Context: an optimization exercise on an open-source flow, tuned for small area and few clock cycles per item. The choices shown serve that exercise and are no tape-out recipe.
At most, simulation tests tie the RTL to the original design; equivalence was not proved.

==> umber: inputs <==
## yuv420_crop_rotate_mirror_address
module yuv420_crop_rotate_mirror_address (
  input  logic                                 clk,
  input  logic                                 rst_n,
  input  logic                                 cfg_psel,
  input  logic                                 cfg_penable,
  input  logic                                 cfg_pwrite,
  input  logic [yuvcrm_pkg::CFG_ADDR_W-1:0]    cfg_paddr,
  input  logic [yuvcrm_pkg::CFG_DATA_W-1:0]    cfg_pwdata,
  output logic [yuvcrm_pkg::CFG_DATA_W-1:0]    cfg_prdata,
  output logic                                 cfg_pready,
  input  logic                                 in_tvalid,
  output logic                                 in_tready,
  input  logic [31:0]                          in_tdata,   
  input  logic [yuvcrm_pkg::PLANE_W-1:0]       in_tuser,   
  output logic                                 out_tvalid,
  input  logic                                 out_tready,
  output logic [31:0]                          out_tdata,  
  output logic [yuvcrm_pkg::PLANE_W-1:0]       out_tuser   
);
clock: 6.0 ns
lec_check: 0
abc_area: 1
cap_margin: 20
core_margin: 2
core_utilization: 40
cts_buf_list: sky130_fd_sc_hd__clkbuf_8
slew_margin: 20
standard.sh (not shown) runs the stock make flow with config.mk's settings and CLKGATE_MAP_FILE= SYNTH_SCRIPT=/design/flow/synth_recipe.tcl, a recipe that flattens the netlist after the stock synthesis.
==> flow/flow/run.sh <==
#!/bin/bash
# The standard layout (the standard.sh: ORFS synthesis through finish), with three
# changes: synthesis skips the quick ABC pass inside Yosys's synth command (registers are
# untouched by it; the full-adder extraction then sees the adders as written), the
# buffers that placement puts on every input and output port are the platform's smallest
# plain buffer instead of the cell buffer_ports picks by itself, and clock tree synthesis
# adds no dummy loads to balance the tree.
set -euo pipefail
export SYNTH_ARGS="-noabc"
export BUFFER_PORTS_ARGS="-buffer_cell sky130_fd_sc_hd__buf_1"
export CTS_ARGS="-sink_clustering_enable -repair_clock_nets -buf_list sky130_fd_sc_hd__clkbuf_8 -dont_use_dummy_load"
bash standard.sh > standard.log 2>&1
==> indigo (differences from umber) <==
--- a/flow/design.v
+++ b/flow/design.v
@@ -74,69 +74,68 @@
       radd7[i] = a[i] ^ b[i] ^ c;
       c        = (a[i] & b[i]) | (a[i] & c) | (b[i] & c);
     end
     radd7[7] = c;
   endfunction
   logic             mode_rot, mode_mir;
+  logic [DIM_W-1:0] lim_y, lim_z;
   logic [7:0]       w_lo, h_lo, w_hi, h_hi;
   logic             w_c_r, h_c_r;
   logic             cfg_ok_r;
   logic [DIM_W-1:0] lo_r;
   assign mode_mir = (mode_r == 2'd2);
   assign mode_rot = (mode_r == 2'd1);
+  assign lim_y    = mode_mir ? crop_w_r : crop_h_r;
+  assign lim_z    = mode_mir ? crop_h_r : crop_w_r;
   assign w_lo = radd7(in_w_r[6:0], ~crop_w_r[6:0], 1'b1);
   assign h_lo = radd7(in_h_r[6:0], ~crop_h_r[6:0], 1'b1);
   assign w_hi = radd7({1'b0, in_w_r[DIM_W-1:7]}, {1'b1, ~crop_w_r[DIM_W-1:7]}, w_c_r);
   assign h_hi = radd7({1'b0, in_h_r[DIM_W-1:7]}, {1'b1, ~crop_h_r[DIM_W-1:7]}, h_c_r);
   always_ff @(posedge clk) begin
     w_c_r             <= w_lo[7];
     h_c_r             <= h_lo[7];
     lo_r[6:0]         <= mode_mir ? w_lo[6:0] : h_lo[6:0];
     lo_r[DIM_W-1:7]   <= mode_mir ? w_hi[5:0] : h_hi[5:0];
     cfg_ok_r <= (mode_r != 2'd3) && !w_hi[6] && !h_hi[6] &&
                 !(in_w_r[12] && |in_w_r[11:0]) && !(in_h_r[12] && |in_h_r[11:0]);
   end
-  logic [POS_W-1:0] in_row, in_col;
+  logic [POS_W-1:0] in_row, in_col, u, v;
   logic             chroma;
-  logic [DIM_W-1:0] lo, r_lo, c_lo, chp, cwp;
-  logic [DIM_W:0]   rr, rr_hi, cc, cc_hi;
+  logic [DIM_W-1:0] lo, yp, lv;
+  logic [DIM_W:0]   d_lo, d_hi, d_lv;
   logic             keep;
   logic [POS_W-1:0] mul_a, addend;
   assign in_row = in_tdata[11:0];
   assign in_col = in_tdata[23:12];
   assign chroma = |in_tuser;
-  assign lo     = chroma ? {1'b0, lo_r[DIM_W-1:1]} : lo_r;
-  assign r_lo   = mode_mir ? '0 : lo;
-  assign c_lo   = mode_mir ? lo : '0;
-  assign chp    = chroma ? {1'b0, crop_h_r[DIM_W-1:1]} : crop_h_r;
-  assign cwp    = chroma ? {1'b0, crop_w_r[DIM_W-1:1]} : crop_w_r;
-  logic [DIM_W+1:0] s_rr, s_rh, s_cc, s_ch;
-  yuvcrm_padd #(.N(DIM_W+1), .KIND(1)) u_sub_rr (
-    .a({2'b00, in_row}), .b(~{1'b0, r_lo}), .ci(1'b1), .s(s_rr));
-  yuvcrm_padd #(.N(DIM_W+1), .KIND(0)) u_sub_rh (
-    .a(rr), .b(~{1'b0, chp}), .ci(1'b1), .s(s_rh));
-  yuvcrm_padd #(.N(DIM_W+1), .KIND(1)) u_sub_cc (
-    .a({2'b00, in_col}), .b(~{1'b0, c_lo}), .ci(1'b1), .s(s_cc));
-  yuvcrm_padd #(.N(DIM_W+1), .KIND(0)) u_sub_ch (
-    .a(cc), .b(~{1'b0, cwp}), .ci(1'b1), .s(s_ch));
-  assign rr    = s_rr[DIM_W:0];
-  assign rr_hi = s_rh[DIM_W:0];
-  assign cc    = s_cc[DIM_W:0];
-  assign cc_hi = s_ch[DIM_W:0];
-  assign keep  = cfg_ok_r && (in_tuser != 2'd3) && !rr[DIM_W] && rr_hi[DIM_W] && !cc[DIM_W] &&
-                 cc_hi[DIM_W];
+  assign u      = mode_mir ? in_col : in_row;
+  assign v      = mode_mir ? in_row : in_col;
+  assign lo     = chroma ? {1'b0, lo_r[DIM_W-1:1]}  : lo_r;
+  assign yp     = chroma ? {1'b0, lim_y[DIM_W-1:1]} : lim_y;
+  assign lv     = chroma ? {1'b0, lim_z[DIM_W-1:1]} : lim_z;
+  logic [DIM_W+1:0] s_lo, s_hi, s_lv;
+  yuvcrm_padd #(.N(DIM_W+1), .KIND(1)) u_sub_lo (
+    .a({2'b00, u}), .b(~{1'b0, lo}), .ci(1'b1), .s(s_lo));
+  yuvcrm_padd #(.N(DIM_W+1), .KIND(0)) u_sub_hi (
+    .a(d_lo), .b(~{1'b0, yp}), .ci(1'b1), .s(s_hi));
+  yuvcrm_padd #(.N(DIM_W+1), .KIND(0)) u_sub_lv (
+    .a({2'b00, v}), .b(~{1'b0, lv}), .ci(1'b1), .s(s_lv));
+  assign d_lo = s_lo[DIM_W:0];
+  assign d_hi = s_hi[DIM_W:0];
+  assign d_lv = s_lv[DIM_W:0];
+  assign keep   = cfg_ok_r && (in_tuser != 2'd3) && !d_lo[DIM_W] && d_hi[DIM_W] && d_lv[DIM_W];
   always_comb begin
     if (mode_mir) begin
-      mul_a  = ~cc_hi[POS_W-1:0];
-      addend = ~rr_hi[POS_W-1:0];
+      mul_a  = ~d_hi[POS_W-1:0];
+      addend = ~d_lv[POS_W-1:0];
     end else if (mode_rot) begin
-      mul_a  = cc[POS_W-1:0];
-      addend = ~rr_hi[POS_W-1:0];
+      mul_a  = v;
+      addend = ~d_hi[POS_W-1:0];
     end else begin
-      mul_a  = rr[POS_W-1:0];
-      addend = cc[POS_W-1:0];
+      mul_a  = d_lo[POS_W-1:0];
+      addend = v;
     end
   end
   logic                v_r;
   logic [1:0]          oplane_r;
   logic [SAMPLE_W-1:0] sample_r;
   logic [POS_W-1:0]    mul_a_r;
@@ -145,14 +144,15 @@
     for (int j = 0; j < 6; j++) begin
       sel1[j] = mul_a_r[2*j] & ~mul_a_r[2*j+1];
       sel2[j] = ~mul_a_r[2*j] & mul_a_r[2*j+1];
       sel3[j] = mul_a_r[2*j] & mul_a_r[2*j+1];
     end
   end
-  logic [POS_W-1:0]    addend_r;
-  logic                go, go2, o_v_r;
+  logic [POS_W-1:0]    naddend_r;
+  logic                go;
+  logic go2, o_v_r;
   assign go2       = !o_v_r || out_tready;
   assign go        = !v_r || go2;
   assign in_tready = go;
   always_ff @(posedge clk) begin
     if (!rst_n) begin
       v_r <= 1'b0;
@@ -162,18 +162,19 @@
   end
   always_ff @(posedge clk) begin
     if (go) begin
       oplane_r <= {in_tuser[0], in_tuser[1]};   
       sample_r <= in_tdata[31:24];
       mul_a_r <= mul_a;
-      addend_r <= addend;
+      naddend_r <= addend;
     end
   end
   logic [DIM_W-1:0] mb;
   logic [DIM_W:0]   mb3;
-  logic [DIM_W-1:0] xs;
+  logic [DIM_W-1:0] nxs, xs;
+  assign xs = nxs;
   logic [ADDR_W:0]  sum;
   logic             chroma_r;
   logic [DIM_W:0] b1, b2;
   logic [7:0]     mb3_hi;
   logic           mb3_c;
   assign mb = (mode_r == 2'd0) ? crop_w_r : crop_h_r;
@@ -182,13 +183,13 @@
   assign mb3_hi = radd7(b1[DIM_W:7], b2[DIM_W:7], mb3_c);
   always_ff @(posedge clk) begin
     {mb3_c, mb3[6:0]} <= radd7(b1[6:0], b2[6:0], 1'b0);
     mb3[DIM_W:7]      <= mb3_hi[6:0];
   end
   assign chroma_r = |oplane_r;
-  assign xs       = chroma_r ? {addend_r, 1'b0} : {1'b0, addend_r};
+  assign nxs      = chroma_r ? {naddend_r, 1'b0} : {1'b0, naddend_r};
   logic pp0_0;
   assign pp0_0 = ((sel1[0] & mb[0]) | (sel3[0] & mb3[0]));
   logic pp0_1;
   assign pp0_1 = ((sel1[0] & mb[1]) | (sel2[0] & mb[0]) | (sel3[0] & mb3[1]));
   logic pp0_2;
   assign pp0_2 = ((sel1[0] & mb[2]) | (sel2[0] & mb[1]) | (sel3[0] & mb3[2]));
- CORE_UTILIZATION: 40 -> 60
==> onyx (differences from umber) <==
--- a/flow/design.v
+++ b/flow/design.v
@@ -74,69 +74,68 @@
       radd7[i] = a[i] ^ b[i] ^ c;
       c        = (a[i] & b[i]) | (a[i] & c) | (b[i] & c);
     end
     radd7[7] = c;
   endfunction
   logic             mode_rot, mode_mir;
+  logic [DIM_W-1:0] lim_y, lim_z;
   logic [7:0]       w_lo, h_lo, w_hi, h_hi;
   logic             w_c_r, h_c_r;
   logic             cfg_ok_r;
   logic [DIM_W-1:0] lo_r;
   assign mode_mir = (mode_r == 2'd2);
   assign mode_rot = (mode_r == 2'd1);
+  assign lim_y    = mode_mir ? crop_w_r : crop_h_r;
+  assign lim_z    = mode_mir ? crop_h_r : crop_w_r;
   assign w_lo = radd7(in_w_r[6:0], ~crop_w_r[6:0], 1'b1);
   assign h_lo = radd7(in_h_r[6:0], ~crop_h_r[6:0], 1'b1);
   assign w_hi = radd7({1'b0, in_w_r[DIM_W-1:7]}, {1'b1, ~crop_w_r[DIM_W-1:7]}, w_c_r);
   assign h_hi = radd7({1'b0, in_h_r[DIM_W-1:7]}, {1'b1, ~crop_h_r[DIM_W-1:7]}, h_c_r);
   always_ff @(posedge clk) begin
     w_c_r             <= w_lo[7];
     h_c_r             <= h_lo[7];
     lo_r[6:0]         <= mode_mir ? w_lo[6:0] : h_lo[6:0];
     lo_r[DIM_W-1:7]   <= mode_mir ? w_hi[5:0] : h_hi[5:0];
     cfg_ok_r <= (mode_r != 2'd3) && !w_hi[6] && !h_hi[6] &&
                 !(in_w_r[12] && |in_w_r[11:0]) && !(in_h_r[12] && |in_h_r[11:0]);
   end
-  logic [POS_W-1:0] in_row, in_col;
+  logic [POS_W-1:0] in_row, in_col, u, v;
   logic             chroma;
-  logic [DIM_W-1:0] lo, r_lo, c_lo, chp, cwp;
-  logic [DIM_W:0]   rr, rr_hi, cc, cc_hi;
+  logic [DIM_W-1:0] lo, yp, lv;
+  logic [DIM_W:0]   d_lo, d_hi, d_lv;
   logic             keep;
   logic [POS_W-1:0] mul_a, addend;
   assign in_row = in_tdata[11:0];
   assign in_col = in_tdata[23:12];
   assign chroma = |in_tuser;
-  assign lo     = chroma ? {1'b0, lo_r[DIM_W-1:1]} : lo_r;
-  assign r_lo   = mode_mir ? '0 : lo;
-  assign c_lo   = mode_mir ? lo : '0;
-  assign chp    = chroma ? {1'b0, crop_h_r[DIM_W-1:1]} : crop_h_r;
-  assign cwp    = chroma ? {1'b0, crop_w_r[DIM_W-1:1]} : crop_w_r;
-  logic [DIM_W+1:0] s_rr, s_rh, s_cc, s_ch;
-  yuvcrm_padd #(.N(DIM_W+1), .KIND(1)) u_sub_rr (
-    .a({2'b00, in_row}), .b(~{1'b0, r_lo}), .ci(1'b1), .s(s_rr));
-  yuvcrm_padd #(.N(DIM_W+1), .KIND(0)) u_sub_rh (
-    .a(rr), .b(~{1'b0, chp}), .ci(1'b1), .s(s_rh));
-  yuvcrm_padd #(.N(DIM_W+1), .KIND(1)) u_sub_cc (
-    .a({2'b00, in_col}), .b(~{1'b0, c_lo}), .ci(1'b1), .s(s_cc));
-  yuvcrm_padd #(.N(DIM_W+1), .KIND(0)) u_sub_ch (
-    .a(cc), .b(~{1'b0, cwp}), .ci(1'b1), .s(s_ch));
-  assign rr    = s_rr[DIM_W:0];
-  assign rr_hi = s_rh[DIM_W:0];
-  assign cc    = s_cc[DIM_W:0];
-  assign cc_hi = s_ch[DIM_W:0];
-  assign keep  = cfg_ok_r && (in_tuser != 2'd3) && !rr[DIM_W] && rr_hi[DIM_W] && !cc[DIM_W] &&
-                 cc_hi[DIM_W];
+  assign u      = mode_mir ? in_col : in_row;
+  assign v      = mode_mir ? in_row : in_col;
+  assign lo     = chroma ? {1'b0, lo_r[DIM_W-1:1]}  : lo_r;
+  assign yp     = chroma ? {1'b0, lim_y[DIM_W-1:1]} : lim_y;
+  assign lv     = chroma ? {1'b0, lim_z[DIM_W-1:1]} : lim_z;
+  logic [DIM_W+1:0] s_lo, s_hi, s_lv;
+  yuvcrm_padd #(.N(DIM_W+1), .KIND(1)) u_sub_lo (
+    .a({2'b00, u}), .b(~{1'b0, lo}), .ci(1'b1), .s(s_lo));
+  yuvcrm_padd #(.N(DIM_W+1), .KIND(0)) u_sub_hi (
+    .a(d_lo), .b(~{1'b0, yp}), .ci(1'b1), .s(s_hi));
+  yuvcrm_padd #(.N(DIM_W+1), .KIND(0)) u_sub_lv (
+    .a({2'b00, v}), .b(~{1'b0, lv}), .ci(1'b1), .s(s_lv));
+  assign d_lo = s_lo[DIM_W:0];
+  assign d_hi = s_hi[DIM_W:0];
+  assign d_lv = s_lv[DIM_W:0];
+  assign keep   = cfg_ok_r && (in_tuser != 2'd3) && !d_lo[DIM_W] && d_hi[DIM_W] && d_lv[DIM_W];
   always_comb begin
     if (mode_mir) begin
-      mul_a  = ~cc_hi[POS_W-1:0];
-      addend = ~rr_hi[POS_W-1:0];
+      mul_a  = ~d_hi[POS_W-1:0];
+      addend = ~d_lv[POS_W-1:0];
     end else if (mode_rot) begin
-      mul_a  = cc[POS_W-1:0];
-      addend = ~rr_hi[POS_W-1:0];
+      mul_a  = v;
+      addend = ~d_hi[POS_W-1:0];
     end else begin
-      mul_a  = rr[POS_W-1:0];
-      addend = cc[POS_W-1:0];
+      mul_a  = d_lo[POS_W-1:0];
+      addend = v;
     end
   end
   logic                v_r;
   logic [1:0]          oplane_r;
   logic [SAMPLE_W-1:0] sample_r;
   logic [POS_W-1:0]    mul_a_r;
@@ -145,14 +144,15 @@
     for (int j = 0; j < 6; j++) begin
       sel1[j] = mul_a_r[2*j] & ~mul_a_r[2*j+1];
       sel2[j] = ~mul_a_r[2*j] & mul_a_r[2*j+1];
       sel3[j] = mul_a_r[2*j] & mul_a_r[2*j+1];
     end
   end
-  logic [POS_W-1:0]    addend_r;
-  logic                go, go2, o_v_r;
+  logic [POS_W-1:0]    naddend_r;
+  logic                go;
+  logic go2, o_v_r;
   assign go2       = !o_v_r || out_tready;
   assign go        = !v_r || go2;
   assign in_tready = go;
   always_ff @(posedge clk) begin
     if (!rst_n) begin
       v_r <= 1'b0;
@@ -162,18 +162,19 @@
   end
   always_ff @(posedge clk) begin
     if (go) begin
       oplane_r <= {in_tuser[0], in_tuser[1]};   
       sample_r <= in_tdata[31:24];
       mul_a_r <= mul_a;
-      addend_r <= addend;
+      naddend_r <= addend;
     end
   end
   logic [DIM_W-1:0] mb;
   logic [DIM_W:0]   mb3;
-  logic [DIM_W-1:0] xs;
+  logic [DIM_W-1:0] nxs, xs;
+  assign xs = nxs;
   logic [ADDR_W:0]  sum;
   logic             chroma_r;
   logic [DIM_W:0] b1, b2;
   logic [7:0]     mb3_hi;
   logic           mb3_c;
   assign mb = (mode_r == 2'd0) ? crop_w_r : crop_h_r;
@@ -182,13 +183,13 @@
   assign mb3_hi = radd7(b1[DIM_W:7], b2[DIM_W:7], mb3_c);
   always_ff @(posedge clk) begin
     {mb3_c, mb3[6:0]} <= radd7(b1[6:0], b2[6:0], 1'b0);
     mb3[DIM_W:7]      <= mb3_hi[6:0];
   end
   assign chroma_r = |oplane_r;
-  assign xs       = chroma_r ? {addend_r, 1'b0} : {1'b0, addend_r};
+  assign nxs      = chroma_r ? {naddend_r, 1'b0} : {1'b0, naddend_r};
   logic pp0_0;
   assign pp0_0 = ((sel1[0] & mb[0]) | (sel3[0] & mb3[0]));
   logic pp0_1;
   assign pp0_1 = ((sel1[0] & mb[1]) | (sel2[0] & mb[0]) | (sel3[0] & mb3[1]));
   logic pp0_2;
   assign pp0_2 = ((sel1[0] & mb[2]) | (sel2[0] & mb[1]) | (sel3[0] & mb3[2]));
- PLACE_DENSITY: default -> 0.75
==> lagoon (differences from umber) <==
--- a/flow/design.v
+++ b/flow/design.v
@@ -74,69 +74,68 @@
       radd7[i] = a[i] ^ b[i] ^ c;
       c        = (a[i] & b[i]) | (a[i] & c) | (b[i] & c);
     end
     radd7[7] = c;
   endfunction
   logic             mode_rot, mode_mir;
+  logic [DIM_W-1:0] lim_y, lim_z;
   logic [7:0]       w_lo, h_lo, w_hi, h_hi;
   logic             w_c_r, h_c_r;
   logic             cfg_ok_r;
   logic [DIM_W-1:0] lo_r;
   assign mode_mir = (mode_r == 2'd2);
   assign mode_rot = (mode_r == 2'd1);
+  assign lim_y    = mode_mir ? crop_w_r : crop_h_r;
+  assign lim_z    = mode_mir ? crop_h_r : crop_w_r;
   assign w_lo = radd7(in_w_r[6:0], ~crop_w_r[6:0], 1'b1);
   assign h_lo = radd7(in_h_r[6:0], ~crop_h_r[6:0], 1'b1);
   assign w_hi = radd7({1'b0, in_w_r[DIM_W-1:7]}, {1'b1, ~crop_w_r[DIM_W-1:7]}, w_c_r);
   assign h_hi = radd7({1'b0, in_h_r[DIM_W-1:7]}, {1'b1, ~crop_h_r[DIM_W-1:7]}, h_c_r);
   always_ff @(posedge clk) begin
     w_c_r             <= w_lo[7];
     h_c_r             <= h_lo[7];
     lo_r[6:0]         <= mode_mir ? w_lo[6:0] : h_lo[6:0];
     lo_r[DIM_W-1:7]   <= mode_mir ? w_hi[5:0] : h_hi[5:0];
     cfg_ok_r <= (mode_r != 2'd3) && !w_hi[6] && !h_hi[6] &&
                 !(in_w_r[12] && |in_w_r[11:0]) && !(in_h_r[12] && |in_h_r[11:0]);
   end
-  logic [POS_W-1:0] in_row, in_col;
+  logic [POS_W-1:0] in_row, in_col, u, v;
   logic             chroma;
-  logic [DIM_W-1:0] lo, r_lo, c_lo, chp, cwp;
-  logic [DIM_W:0]   rr, rr_hi, cc, cc_hi;
+  logic [DIM_W-1:0] lo, yp, lv;
+  logic [DIM_W:0]   d_lo, d_hi, d_lv;
   logic             keep;
   logic [POS_W-1:0] mul_a, addend;
   assign in_row = in_tdata[11:0];
   assign in_col = in_tdata[23:12];
   assign chroma = |in_tuser;
-  assign lo     = chroma ? {1'b0, lo_r[DIM_W-1:1]} : lo_r;
-  assign r_lo   = mode_mir ? '0 : lo;
-  assign c_lo   = mode_mir ? lo : '0;
-  assign chp    = chroma ? {1'b0, crop_h_r[DIM_W-1:1]} : crop_h_r;
-  assign cwp    = chroma ? {1'b0, crop_w_r[DIM_W-1:1]} : crop_w_r;
-  logic [DIM_W+1:0] s_rr, s_rh, s_cc, s_ch;
-  yuvcrm_padd #(.N(DIM_W+1), .KIND(1)) u_sub_rr (
-    .a({2'b00, in_row}), .b(~{1'b0, r_lo}), .ci(1'b1), .s(s_rr));
-  yuvcrm_padd #(.N(DIM_W+1), .KIND(0)) u_sub_rh (
-    .a(rr), .b(~{1'b0, chp}), .ci(1'b1), .s(s_rh));
-  yuvcrm_padd #(.N(DIM_W+1), .KIND(1)) u_sub_cc (
-    .a({2'b00, in_col}), .b(~{1'b0, c_lo}), .ci(1'b1), .s(s_cc));
-  yuvcrm_padd #(.N(DIM_W+1), .KIND(0)) u_sub_ch (
-    .a(cc), .b(~{1'b0, cwp}), .ci(1'b1), .s(s_ch));
-  assign rr    = s_rr[DIM_W:0];
-  assign rr_hi = s_rh[DIM_W:0];
-  assign cc    = s_cc[DIM_W:0];
-  assign cc_hi = s_ch[DIM_W:0];
-  assign keep  = cfg_ok_r && (in_tuser != 2'd3) && !rr[DIM_W] && rr_hi[DIM_W] && !cc[DIM_W] &&
-                 cc_hi[DIM_W];
+  assign u      = mode_mir ? in_col : in_row;
+  assign v      = mode_mir ? in_row : in_col;
+  assign lo     = chroma ? {1'b0, lo_r[DIM_W-1:1]}  : lo_r;
+  assign yp     = chroma ? {1'b0, lim_y[DIM_W-1:1]} : lim_y;
+  assign lv     = chroma ? {1'b0, lim_z[DIM_W-1:1]} : lim_z;
+  logic [DIM_W+1:0] s_lo, s_hi, s_lv;
+  yuvcrm_padd #(.N(DIM_W+1), .KIND(1)) u_sub_lo (
+    .a({2'b00, u}), .b(~{1'b0, lo}), .ci(1'b1), .s(s_lo));
+  yuvcrm_padd #(.N(DIM_W+1), .KIND(0)) u_sub_hi (
+    .a(d_lo), .b(~{1'b0, yp}), .ci(1'b1), .s(s_hi));
+  yuvcrm_padd #(.N(DIM_W+1), .KIND(0)) u_sub_lv (
+    .a({2'b00, v}), .b(~{1'b0, lv}), .ci(1'b1), .s(s_lv));
+  assign d_lo = s_lo[DIM_W:0];
+  assign d_hi = s_hi[DIM_W:0];
+  assign d_lv = s_lv[DIM_W:0];
+  assign keep   = cfg_ok_r && (in_tuser != 2'd3) && !d_lo[DIM_W] && d_hi[DIM_W] && d_lv[DIM_W];
   always_comb begin
     if (mode_mir) begin
-      mul_a  = ~cc_hi[POS_W-1:0];
-      addend = ~rr_hi[POS_W-1:0];
+      mul_a  = ~d_hi[POS_W-1:0];
+      addend = ~d_lv[POS_W-1:0];
     end else if (mode_rot) begin
-      mul_a  = cc[POS_W-1:0];
-      addend = ~rr_hi[POS_W-1:0];
+      mul_a  = v;
+      addend = ~d_hi[POS_W-1:0];
     end else begin
-      mul_a  = rr[POS_W-1:0];
-      addend = cc[POS_W-1:0];
+      mul_a  = d_lo[POS_W-1:0];
+      addend = v;
     end
   end
   logic                v_r;
   logic [1:0]          oplane_r;
   logic [SAMPLE_W-1:0] sample_r;
   logic [POS_W-1:0]    mul_a_r;
@@ -145,14 +144,15 @@
     for (int j = 0; j < 6; j++) begin
       sel1[j] = mul_a_r[2*j] & ~mul_a_r[2*j+1];
       sel2[j] = ~mul_a_r[2*j] & mul_a_r[2*j+1];
       sel3[j] = mul_a_r[2*j] & mul_a_r[2*j+1];
     end
   end
-  logic [POS_W-1:0]    addend_r;
-  logic                go, go2, o_v_r;
+  logic [POS_W-1:0]    naddend_r;
+  logic                go;
+  logic go2, o_v_r;
   assign go2       = !o_v_r || out_tready;
   assign go        = !v_r || go2;
   assign in_tready = go;
   always_ff @(posedge clk) begin
     if (!rst_n) begin
       v_r <= 1'b0;
@@ -162,18 +162,19 @@
   end
   always_ff @(posedge clk) begin
     if (go) begin
       oplane_r <= {in_tuser[0], in_tuser[1]};   
       sample_r <= in_tdata[31:24];
       mul_a_r <= mul_a;
-      addend_r <= addend;
+      naddend_r <= addend;
     end
   end
   logic [DIM_W-1:0] mb;
   logic [DIM_W:0]   mb3;
-  logic [DIM_W-1:0] xs;
+  logic [DIM_W-1:0] nxs, xs;
+  assign xs = nxs;
   logic [ADDR_W:0]  sum;
   logic             chroma_r;
   logic [DIM_W:0] b1, b2;
   logic [7:0]     mb3_hi;
   logic           mb3_c;
   assign mb = (mode_r == 2'd0) ? crop_w_r : crop_h_r;
@@ -182,13 +183,13 @@
   assign mb3_hi = radd7(b1[DIM_W:7], b2[DIM_W:7], mb3_c);
   always_ff @(posedge clk) begin
     {mb3_c, mb3[6:0]} <= radd7(b1[6:0], b2[6:0], 1'b0);
     mb3[DIM_W:7]      <= mb3_hi[6:0];
   end
   assign chroma_r = |oplane_r;
-  assign xs       = chroma_r ? {addend_r, 1'b0} : {1'b0, addend_r};
+  assign nxs      = chroma_r ? {naddend_r, 1'b0} : {1'b0, naddend_r};
   logic pp0_0;
   assign pp0_0 = ((sel1[0] & mb[0]) | (sel3[0] & mb3[0]));
   logic pp0_1;
   assign pp0_1 = ((sel1[0] & mb[1]) | (sel2[0] & mb[0]) | (sel3[0] & mb3[1]));
   logic pp0_2;
   assign pp0_2 = ((sel1[0] & mb[2]) | (sel2[0] & mb[1]) | (sel3[0] & mb3[2]));
==> notes.md <==
item                                                      lagoon           umber            onyx          indigo
Detailed-route vias per instance                            5.28            5.21            5.36            5.79
Worst-case headroom to the max-slew limit                  55.0%           36.4%           39.4%           36.8%
Detailed-route wire length per cell                      18.7 µm         18.2 µm         17.6 µm         19.2 µm
Number of filler cells placed in the layout                 3138            3157            3054            1791
Number of global-route vias before repair                   9926            9908           10000           10100
Outcome                                           finished clean  finished clean  finished clean  finished clean
Fraction of met3 tracks used by global routing             4.01%           4.49%           3.67%           4.27%
Final clock period utilization by the worst path           94.0%           93.2%           95.0%           95.1%
Maximum clock frequency                                0.177 GHz       0.179 GHz       0.175 GHz       0.175 GHz
Clk_skew                                               0.0285 ns       0.0390 ns       0.0257 ns       0.0391 ns
Final worst path period need                             5.64 ns         5.59 ns         5.70 ns         5.71 ns
Final-stage net count                                       1762            1758            1767            1774
Testbench counts of indigo, summed over its fixed seeds: cycles 58,814, items 58,788.
Testbench counts of onyx, summed over its fixed seeds: cycles 58,814, items 58,788.
Testbench counts of lagoon, summed over its fixed seeds: cycles 58,814, items 58,788.
Function not checked in umber: the RTL went through the layout flow alone.

what the ideal ports hide:
No port has a modelled driver above. Below, the same layouts with a new extraction and two added sets of constraints. Step 1 (the two cells are an assumption about what drives the block):
set clk [get_ports {clk}]
set_driving_cell -lib_cell sky130_fd_sc_hd__clkbuf_16 $clk
set_driving_cell -lib_cell sky130_fd_sc_hd__buf_2 [delete_from_list [all_inputs] $clk]
Step 2 adds t to the input delays and takes it off the output delays; t is the mean of the earliest and latest rising clock arrival at the registers after step 1. Input paths then give back, and output paths get back, about the clock's delay inside the block. a / b / c = no drivers / after step 1 / after step 2; a / b = the first two.
run	t (ns)	setup slack, ns	clock arrival spread, ns	slew at the worst register clock pin (ns)
umber	0.507	0.410 / 0.410 / 0.351	0.040 / 0.040	0.10 / 0.10
indigo	0.491	0.292 / 0.292 / 0.292	0.039 / 0.040	0.10 / 0.10
onyx	0.503	0.301 / 0.301 / 0.301	0.026 / 0.026	0.09 / 0.09
lagoon	0.495	0.359 / 0.359 / 0.359	0.030 / 0.031	0.09 / 0.09
After both steps every run listed still meets setup and hold. For umber, which loses most, drivers alone change the setup slack by 0.000 ns; drivers and shift together by -0.059 ns.
